This design comes from an exercise in tuning for small area and a short achievable clock period on the open sky130 flow, not from production work. Function was checked by simulation only, so behaviour that the tests miss may differ from the original. Power figures rest on the tool's default switching activity, not on a simulated workload.

== build 77 ==
## node_rf_top
module node_rf_top (
    input  logic        clk,
    input  logic        rst,
    input  logic        init_start,
    input  logic [5:0]  init_src,
    output logic        init_busy,
    output logic        init_done,
    input  logic [23:0] rd_addr,
    output logic [27:0] rd_weight,
    output logic [19:0] rd_pred,
    input  logic [3:0]  wr_en,
    input  logic [23:0] wr_addr,
    input  logic [47:0] wr_data,
    input  logic        wr_relax,
    input  logic        mark_en,
    input  logic [5:0]  mark_addr,
    output logic [3:0]  rd_visited,
    output logic [3:0]  wr_ack,
    output logic        any_update
);
    node_weight_rf #(
        .NUM_NODES  (16),
        .ADDR_W     (6),
        .NUM_RD     (4),
        .NUM_WR     (4),
        .INIT_LANES (4)
    ) u_rf (
        .clk        (clk),
        .rst        (rst),
        .init_start (init_start),
        .init_src   (init_src),
        .init_busy  (init_busy),
        .init_done  (init_done),
        .rd_addr    (rd_addr),
        .rd_weight  (rd_weight),
        .rd_pred    (rd_pred),
        .wr_en      (wr_en),
        .wr_addr    (wr_addr),
        .wr_data    (wr_data),
        .wr_relax   (wr_relax),
        .mark_en    (mark_en),
        .mark_addr  (mark_addr),
        .rd_visited (rd_visited),
        .wr_ack     (wr_ack),
        .any_update (any_update)
    );
endmodule
For scale: roughly 25000 um2 of cells after synthesis.
==> flow/config.mk <==
export PLATFORM = sky130hd
export DESIGN_NAME = node_rf_top
export DESIGN_NICKNAME = node_rf_top
export VERILOG_FILES = /design/flow/design.v
export SDC_FILE = /design/flow/constraint.sdc
export NUM_CORES = 4
export LEC_CHECK = 0
export ABC_AREA = 1
export CAP_MARGIN = 20
export CELL_PAD_IN_SITES_DETAIL_PLACEMENT = 1
export CELL_PAD_IN_SITES_GLOBAL_PLACEMENT = 2
export CORE_MARGIN = 2
export CORE_UTILIZATION = 25
export GPL_ROUTABILITY_DRIVEN = 1
export PLACE_DENSITY = 0.35
export SLEW_MARGIN = 20
==> flow/constraint.sdc <==
create_clock -name core_clock -period 10.0 [get_ports {clk}]
set_input_delay 2.0000 -clock core_clock [delete_from_list [all_inputs] [get_ports {clk}]]
set_output_delay 2.0000 -clock core_clock [all_outputs]
set_load 0.01 [all_outputs]
standard.sh (not shown) runs the stock make flow with config.mk's settings and CLKGATE_MAP_FILE= SYNTH_SCRIPT=/design/flow/synth_recipe.tcl, a recipe that flattens the netlist after the stock synthesis.
==> flow/flow/run.sh <==
#!/bin/bash
# Standard layout (standard.sh) with changes passed as ORFS make variables:
#  - abc maps with flow/map.abc (area-oriented) instead of ORFS's abc_area.script;
#  - port buffers are buf_2 cells;
#  - repair_timing aims at a tighter setup target (SETUP_SLACK_MARGIN);
#  - any further variables listed in flow/settings.sh (EXTRA).
# The make run's full output goes to flow_make.log in this folder.
set -uo pipefail
HERE=$(pwd)
export FLOW_ABC_SCRIPT=$HERE/flow/map.abc
EXTRA=()
source $HERE/flow/settings.sh
bash standard.sh SYNTH_SCRIPT=$HERE/flow/synth.tcl \
  "BUFFER_PORTS_ARGS=-buffer_cell sky130_fd_sc_hd__buf_2" \
  SETUP_SLACK_MARGIN=$MARGIN "${EXTRA[@]}" finish > $HERE/flow_make.log 2>&1
==> flow/flow/abc_dont_use.txt <==
sky130_fd_sc_hd__nor4_1 sky130_fd_sc_hd__nor4_2 sky130_fd_sc_hd__nor4_4 sky130_fd_sc_hd__nor4b_1 sky130_fd_sc_hd__nor4b_2 sky130_fd_sc_hd__nor4b_4 sky130_fd_sc_hd__nor4bb_1 sky130_fd_sc_hd__nor4bb_2 sky130_fd_sc_hd__nor4bb_4 sky130_fd_sc_hd__a2111oi_0 sky130_fd_sc_hd__a2111oi_1 sky130_fd_sc_hd__a2111oi_2 sky130_fd_sc_hd__a2111oi_4 sky130_fd_sc_hd__o41ai_1 sky130_fd_sc_hd__o41ai_2 sky130_fd_sc_hd__o41ai_4 sky130_fd_sc_hd__a41oi_1 sky130_fd_sc_hd__a41oi_2 sky130_fd_sc_hd__a41oi_4  sky130_fd_sc_hd__nor3_1 sky130_fd_sc_hd__nor3_2 sky130_fd_sc_hd__nor3_4 sky130_fd_sc_hd__nor3b_1 sky130_fd_sc_hd__nor3b_2 sky130_fd_sc_hd__nor3b_4 sky130_fd_sc_hd__a311oi_1 sky130_fd_sc_hd__a311oi_2 sky130_fd_sc_hd__a311oi_4 sky130_fd_sc_hd__a2111o_1 sky130_fd_sc_hd__a2111o_2 sky130_fd_sc_hd__a2111o_4 sky130_fd_sc_hd__o311ai_0 sky130_fd_sc_hd__o311ai_1 sky130_fd_sc_hd__o311ai_2 sky130_fd_sc_hd__o311ai_4 sky130_fd_sc_hd__a221oi_1 sky130_fd_sc_hd__a221oi_2 sky130_fd_sc_hd__a221oi_4 sky130_fd_sc_hd__a222oi_1 sky130_fd_sc_hd__o2111ai_1 sky130_fd_sc_hd__o2111ai_2 sky130_fd_sc_hd__o2111ai_4
==> flow/flow/synth.tcl <==
# Standard synthesis (synth_recipe.tcl) with one change: abc maps with flow/map.abc,
# leaving out any cells listed in flow/abc_dont_use.txt.
proc synth {args} { yosys synth -nofsm -noshare {*}$args }
proc abc {args} {
  set i [lsearch -exact $args -script]
  if { $i >= 0 } { set args [lreplace $args [expr {$i + 1}] [expr {$i + 1}] $::env(FLOW_ABC_SCRIPT)] }
  set f [file join [file dirname $::env(FLOW_ABC_SCRIPT)] abc_dont_use.txt]
  if { [file exists $f] } {
    set fh [open $f r]
    foreach c [split [string trim [read $fh]]] { if { $c ne "" } { lappend args -dont_use $c } }
    close $fh
  }
  yosys abc {*}$args
}
source $::env(SCRIPTS_DIR)/synth.tcl
# left out here: clear keep_hierarchy, flatten, clean up, hide names made inside functions, write 1_2_yosys.v
Other scripts of this flow, unchanged in this note and not shown: flow/flow/map.abc, flow/flow/settings.sh
--- input diff build 77..build 42 ---
==> flow/flow/synth.tcl <==
# Standard synthesis (synth_recipe.tcl) with one change: abc maps with flow/map.abc.
proc synth {args} { yosys synth -nofsm -noshare {*}$args }
proc abc {args} {
  set i [lsearch -exact $args -script]
  if { $i >= 0 } { set args [lreplace $args [expr {$i + 1}] [expr {$i + 1}] $::env(FLOW_ABC_SCRIPT)] }
  yosys abc {*}$args
}
source $::env(SCRIPTS_DIR)/synth.tcl
# left out here: clear keep_hierarchy, flatten, clean up, hide names made inside functions, write 1_2_yosys.v
removed: flow/flow/abc_dont_use.txt
### Flow results
The final reports for build 42 and build 77 show clock-buffer cell count lower in the former.
From build 77 to build 42, flip-flop and latch count did not move at all.
Sequential cell area in build 42 is 3.0% below build 77.
Build 42 — fraction of the mapped netlist area in compound gates 0.75 points higher, build 77 as reference
When build 42 is set beside build 77, its number of distinct library cells after synthesis turns out to be 5 larger.
Summary of build 42 over build 77: via count decreased by about 2.7% relative to the old numbers; sequential share of layout area increased by 0.63 points relative to the old numbers.
From build 77 to build 42 the numbers moved as follows: summed area of non-filler cells in the final layout dropped 6.5%, proportion of total power due to net switching dropped 0.51 points.
Build 42 went all the way through synthesis, placement and routing and the layout is clean on timing, DRC and antenna.


Starting RTL as in the previous note.
export LEC_CHECK = 0
export ABC_AREA = 1
export CAP_MARGIN = 20
export CELL_PAD_IN_SITES_DETAIL_PLACEMENT = 1
export CELL_PAD_IN_SITES_GLOBAL_PLACEMENT = 2
export CORE_MARGIN = 2
export CORE_UTILIZATION = 25
export GPL_ROUTABILITY_DRIVEN = 1
export PLACE_DENSITY = 0.35
export SLEW_MARGIN = 20
create_clock -name core_clock -period 10.0 [get_ports {clk}]
==> flow/flow/run.sh <==
#!/bin/bash
# Standard layout (standard.sh) with three changes, all passed as ORFS make variables:
#  - abc maps with flow/map.abc (area-oriented) instead of ORFS's abc_area.script;
#  - port buffers are buf_2 cells;
#  - repair_timing aims at a tighter setup target (SETUP_SLACK_MARGIN).
# The make run's full output goes to flow_make.log in this folder.
set -uo pipefail
HERE=$(pwd)
export FLOW_ABC_SCRIPT=$HERE/flow/map.abc
source $HERE/flow/settings.sh
bash standard.sh SYNTH_SCRIPT=$HERE/flow/synth.tcl \
  "BUFFER_PORTS_ARGS=-buffer_cell sky130_fd_sc_hd__buf_2" \
  SETUP_SLACK_MARGIN=$MARGIN finish > $HERE/flow_make.log 2>&1
==> flow/flow/map.abc <==
strash
balance
dch
map -D 1500
topo
upsize -D 1500
dnsize -D 1500
stime -c
==> flow/flow/settings.sh <==
MARGIN=5.5
==> flow/flow/synth.tcl <==
# Standard synthesis (synth_recipe.tcl) with one change: abc maps with flow/map.abc.
proc synth {args} { yosys synth -nofsm -noshare {*}$args }
proc abc {args} {
  set i [lsearch -exact $args -script]
  if { $i >= 0 } { set args [lreplace $args [expr {$i + 1}] [expr {$i + 1}] $::env(FLOW_ABC_SCRIPT)] }
  yosys abc {*}$args
}
source $::env(SCRIPTS_DIR)/synth.tcl
# left out here: clear keep_hierarchy, flatten, clean up, hide names made inside functions, write 1_2_yosys.v
==> next run, changes <==
==> flow/flow/run.sh (replaced) <==
#!/bin/bash
# Standard layout (standard.sh) with changes passed as ORFS make variables:
#  - abc maps with flow/map.abc (area-oriented) instead of ORFS's abc_area.script;
#  - port buffers are buf_2 cells;
#  - repair_timing aims at a tighter setup target (SETUP_SLACK_MARGIN);
#  - any further variables listed in flow/settings.sh (EXTRA).
# The make run's full output goes to flow_make.log in this folder.
set -uo pipefail
HERE=$(pwd)
export FLOW_ABC_SCRIPT=$HERE/flow/map.abc
EXTRA=()
source $HERE/flow/settings.sh
bash standard.sh SYNTH_SCRIPT=$HERE/flow/synth.tcl \
  "BUFFER_PORTS_ARGS=-buffer_cell sky130_fd_sc_hd__buf_2" \
  SETUP_SLACK_MARGIN=$MARGIN "${EXTRA[@]}" finish > $HERE/flow_make.log 2>&1
==> flow/flow/map.abc (replaced) <==
strash
balance
dch
map -a
topo
stime -c
==> flow/flow/settings.sh (replaced) <==
MARGIN=5.5
EXTRA=("CTS_ARGS=-sink_clustering_enable -repair_clock_nets -dont_use_dummy_load -buf_list sky130_fd_sc_hd__clkbuf_8 -root_buf sky130_fd_sc_hd__clkbuf_16 -sink_clustering_size 16 -sink_clustering_max_diameter 50")
--- a/flow/config.mk
+++ b/flow/config.mk
@@ -13,4 +13,5 @@
 export CORE_UTILIZATION = 25
 export GPL_ROUTABILITY_DRIVEN = 1
+export GPL_TIMING_DRIVEN = 0
 export PLACE_DENSITY = 0.35
 export SLEW_MARGIN = 20
What happened: The new run finished with timing, DRC and antenna clean. Clock power decreases by 27%. Core utilization decreases by 0.48 points. Final area decreases by 1.7%.
==> next run, changes <==
--- a/flow/flow/run.sh
+++ b/flow/flow/run.sh
@@ -12,4 +12,4 @@
 source $HERE/flow/settings.sh
 bash standard.sh SYNTH_SCRIPT=$HERE/flow/synth.tcl \
-  "BUFFER_PORTS_ARGS=-buffer_cell sky130_fd_sc_hd__buf_2" \
+  "BUFFER_PORTS_ARGS=-buffer_cell sky130_fd_sc_hd__buf_4" \
   SETUP_SLACK_MARGIN=$MARGIN "${EXTRA[@]}" finish > $HERE/flow_make.log 2>&1
==> flow/flow/abc_dont_use.txt (new file) <==
sky130_fd_sc_hd__nor4_1 sky130_fd_sc_hd__nor4_2 sky130_fd_sc_hd__nor4_4 sky130_fd_sc_hd__nor4b_1 sky130_fd_sc_hd__nor4b_2 sky130_fd_sc_hd__nor4b_4 sky130_fd_sc_hd__nor4bb_1 sky130_fd_sc_hd__nor4bb_2 sky130_fd_sc_hd__nor4bb_4 sky130_fd_sc_hd__a2111oi_0 sky130_fd_sc_hd__a2111oi_1 sky130_fd_sc_hd__a2111oi_2 sky130_fd_sc_hd__a2111oi_4 sky130_fd_sc_hd__o41ai_1 sky130_fd_sc_hd__o41ai_2 sky130_fd_sc_hd__o41ai_4 sky130_fd_sc_hd__a41oi_1 sky130_fd_sc_hd__a41oi_2 sky130_fd_sc_hd__a41oi_4
==> flow/flow/synth.tcl (replaced) <==
# Standard synthesis (synth_recipe.tcl) with one change: abc maps with flow/map.abc,
# leaving out any cells listed in flow/abc_dont_use.txt.
proc synth {args} { yosys synth -nofsm -noshare {*}$args }
proc abc {args} {
  set i [lsearch -exact $args -script]
  if { $i >= 0 } { set args [lreplace $args [expr {$i + 1}] [expr {$i + 1}] $::env(FLOW_ABC_SCRIPT)] }
  set f [file join [file dirname $::env(FLOW_ABC_SCRIPT)] abc_dont_use.txt]
  if { [file exists $f] } {
    set fh [open $f r]
    foreach c [split [string trim [read $fh]]] { if { $c ne "" } { lappend args -dont_use $c } }
    close $fh
  }
  yosys abc {*}$args
}
source $::env(SCRIPTS_DIR)/synth.tcl
# left out here: clear keep_hierarchy, flatten, clean up, hide names made inside functions, write 1_2_yosys.v
--- a/flow/config.mk
+++ b/flow/config.mk
@@ -13,5 +13,4 @@
 export CORE_UTILIZATION = 25
 export GPL_ROUTABILITY_DRIVEN = 1
-export GPL_TIMING_DRIVEN = 0
 export PLACE_DENSITY = 0.35
 export SLEW_MARGIN = 20
Total power hardly moves.
Synthesized area hardly moves.
Clock-buffer cell count stays the same.
Design area falls by 2.2%.
Die area barely changes.
==> next run, changes <==
--- a/flow/flow/run.sh
+++ b/flow/flow/run.sh
@@ -12,4 +12,4 @@
 source $HERE/flow/settings.sh
 bash standard.sh SYNTH_SCRIPT=$HERE/flow/synth.tcl \
-  "BUFFER_PORTS_ARGS=-buffer_cell sky130_fd_sc_hd__buf_4" \
+  "BUFFER_PORTS_ARGS=-buffer_cell sky130_fd_sc_hd__buf_2" \
   SETUP_SLACK_MARGIN=$MARGIN "${EXTRA[@]}" finish > $HERE/flow_make.log 2>&1
==> flow/flow/map.abc (replaced) <==
strash
balance
dc2
balance
dch
map -a
topo
stime -c
Outcome:
- sequential share of layout area came out lower by 0.43 points
- design area grows by about 3.5%
- count of clock-buffer cells in the layout came out lower by 8
- register-to-register slack degrades by 0.33 ns
- via count came out higher by 6.9%
- wire length goes up by about 10%
- worst hold slack stays flat


== job 101 ==
node_rf_top, a different RTL version from the one above (not shown whole).
Size: about 3800 cells after synthesis, roughly 180 I/O pins.
Settings: LEC_CHECK=0, ABC_AREA=1, CAP_MARGIN=20, CELL_PAD_IN_SITES_DETAIL_PLACEMENT=1, CELL_PAD_IN_SITES_GLOBAL_PLACEMENT=2, CORE_MARGIN=2, CORE_UTILIZATION=33, GPL_ROUTABILITY_DRIVEN=1, PLACE_DENSITY=0.45, SLEW_MARGIN=20; clock period 10.0 ns.
==> flow/flow/run.sh <==
#!/bin/bash
# Standard layout (standard.sh) with three changes, all passed as ORFS make variables:
#  - abc maps with flow/map.abc (area-oriented) instead of ORFS's abc_area.script;
#  - port buffers are buf_2 cells;
#  - repair_timing aims at a tighter setup target (SETUP_SLACK_MARGIN).
# The make run's full output goes to flow_make.log in this folder.
set -uo pipefail
HERE=$(pwd)
export FLOW_ABC_SCRIPT=$HERE/flow/map.abc
source $HERE/flow/settings.sh
bash standard.sh SYNTH_SCRIPT=$HERE/flow/synth.tcl \
  "BUFFER_PORTS_ARGS=-buffer_cell sky130_fd_sc_hd__buf_2" \
  SETUP_SLACK_MARGIN=$MARGIN finish > $HERE/flow_make.log 2>&1
==> flow/flow/map.abc <==
strash
balance
dch
map -a
topo
stime -c
==> flow/flow/settings.sh <==
MARGIN=6
==> flow/flow/synth.tcl <==
# Standard synthesis (synth_recipe.tcl) with one change: abc maps with flow/map.abc.
proc synth {args} { yosys synth -nofsm -noshare {*}$args }
proc abc {args} {
  set i [lsearch -exact $args -script]
  if { $i >= 0 } { set args [lreplace $args [expr {$i + 1}] [expr {$i + 1}] $::env(FLOW_ABC_SCRIPT)] }
  yosys abc {*}$args
}
source $::env(SCRIPTS_DIR)/synth.tcl
# left out here: clear keep_hierarchy, flatten, clean up, hide names made inside functions, write 1_2_yosys.v
The flow ended early for job 101: it failed with a tool error in global routing (5_1_grt).
Modified inputs, job 102 compared to job 101
==> flow/flow/settings.sh <==
MARGIN=5
Findings:
- Out of job 101 and job 102, the only run to close with the timing, design-rule and antenna checks passing was job 102.
- On final estimated routing congestion in global placement, job 101 and job 102 are neck and neck.
- Comparing job 101 with job 102, the die outline height came out essentially unchanged.
- Job 101 -> job 102: average cell area after synthesis delta 0, exact match
- Post-synthesis cell type count: job 102 vs job 101, no meaningful difference
- Per the comparison of job 102 with job 101, cell count after placement now sits higher, number of buffers inserted during clock tree synthesis now sits higher.
- [diff] post-detailed-placement half-perimeter wirelength, job 102 relative to job 101: regression
- Synthesized area: job 101 vs job 102 identical
- Number of nets in the synthesized netlist of job 101 is on par with job 102.
- Count of input and output buffers: job 101 vs job 102 identical
diff inputs: job 102 => job 103
- CORE_UTILIZATION now 45, was 33
- PLACE_DENSITY now 0.6, was 0.45
--- outcome ---
Going from job 102 to job 103, the site row count was found to have gone down by 15. Job 102 → job 103: die span in x dropped 14%; HPWL reported at the end of detailed placement dropped 31000 um; H-tree level count dropped 1; initial core utilization climbed 13 points; count of mapped cells out of synthesis barely changed. Job 103 never completed, since it errored out during global routing (5_1_grt). As far as simple logic cell fraction of the synthesized area goes, job 102 and job 103 are indistinguishable; the numbers are identical. Per the comparison of job 103 with job 102, global placement routability congestion +20%, total CTS buffers went down, worst slack at placement went down 0.42 ns.

==> re-timing with driven ports <==
The flow's constraints put no driver on any port. The routed layouts listed below were extracted and timed again, unchanged, in two steps.
Step 1 (the two cells are an assumption about what drives the block):
set clk [get_ports {clk}]
set_driving_cell -lib_cell sky130_fd_sc_hd__clkbuf_16 $clk
set_driving_cell -lib_cell sky130_fd_sc_hd__buf_2 [delete_from_list [all_inputs] $clk]
Step 2 moves the port delays by t, midway between the first and last clock arrival at a register: inputs arrive t later, outputs are due t later. That takes back most of the time a late clock gives input paths.
Slacks: ideal / step 1 / step 2; pairs: ideal / step 1.
| run | t, ns | slack for setup (ns) | clock arrival spread, ns |
|---|---|---|---|
| build 77 | 0.702 | 5.277 / 5.190 / 4.652 | 0.095 / 0.095 |
| build 42 | 0.699 | 5.358 / 5.279 / 4.753 | 0.105 / 0.105 |
| the first run of note 2 | 0.740 | 5.236 / 5.156 / 4.658 | 0.080 / 0.080 |
| the second run of note 2 | 0.698 | 5.345 / 5.266 / 4.602 | 0.098 / 0.098 |
| the third run of note 2 | 0.687 | 5.314 / 5.238 / 4.742 | 0.120 / 0.120 |
| the fourth run of note 2 | 0.693 | 5.157 / 5.191 / 4.498 | 0.106 / 0.106 |
| job 102 | 0.688 | 4.679 / 4.605 / 4.157 | 0.056 / 0.056 |
After both steps every run listed still meets setup and hold. For the second run of note 2, which loses most, drivers alone change the setup slack by -0.079 ns; drivers and shift together by -0.743 ns.
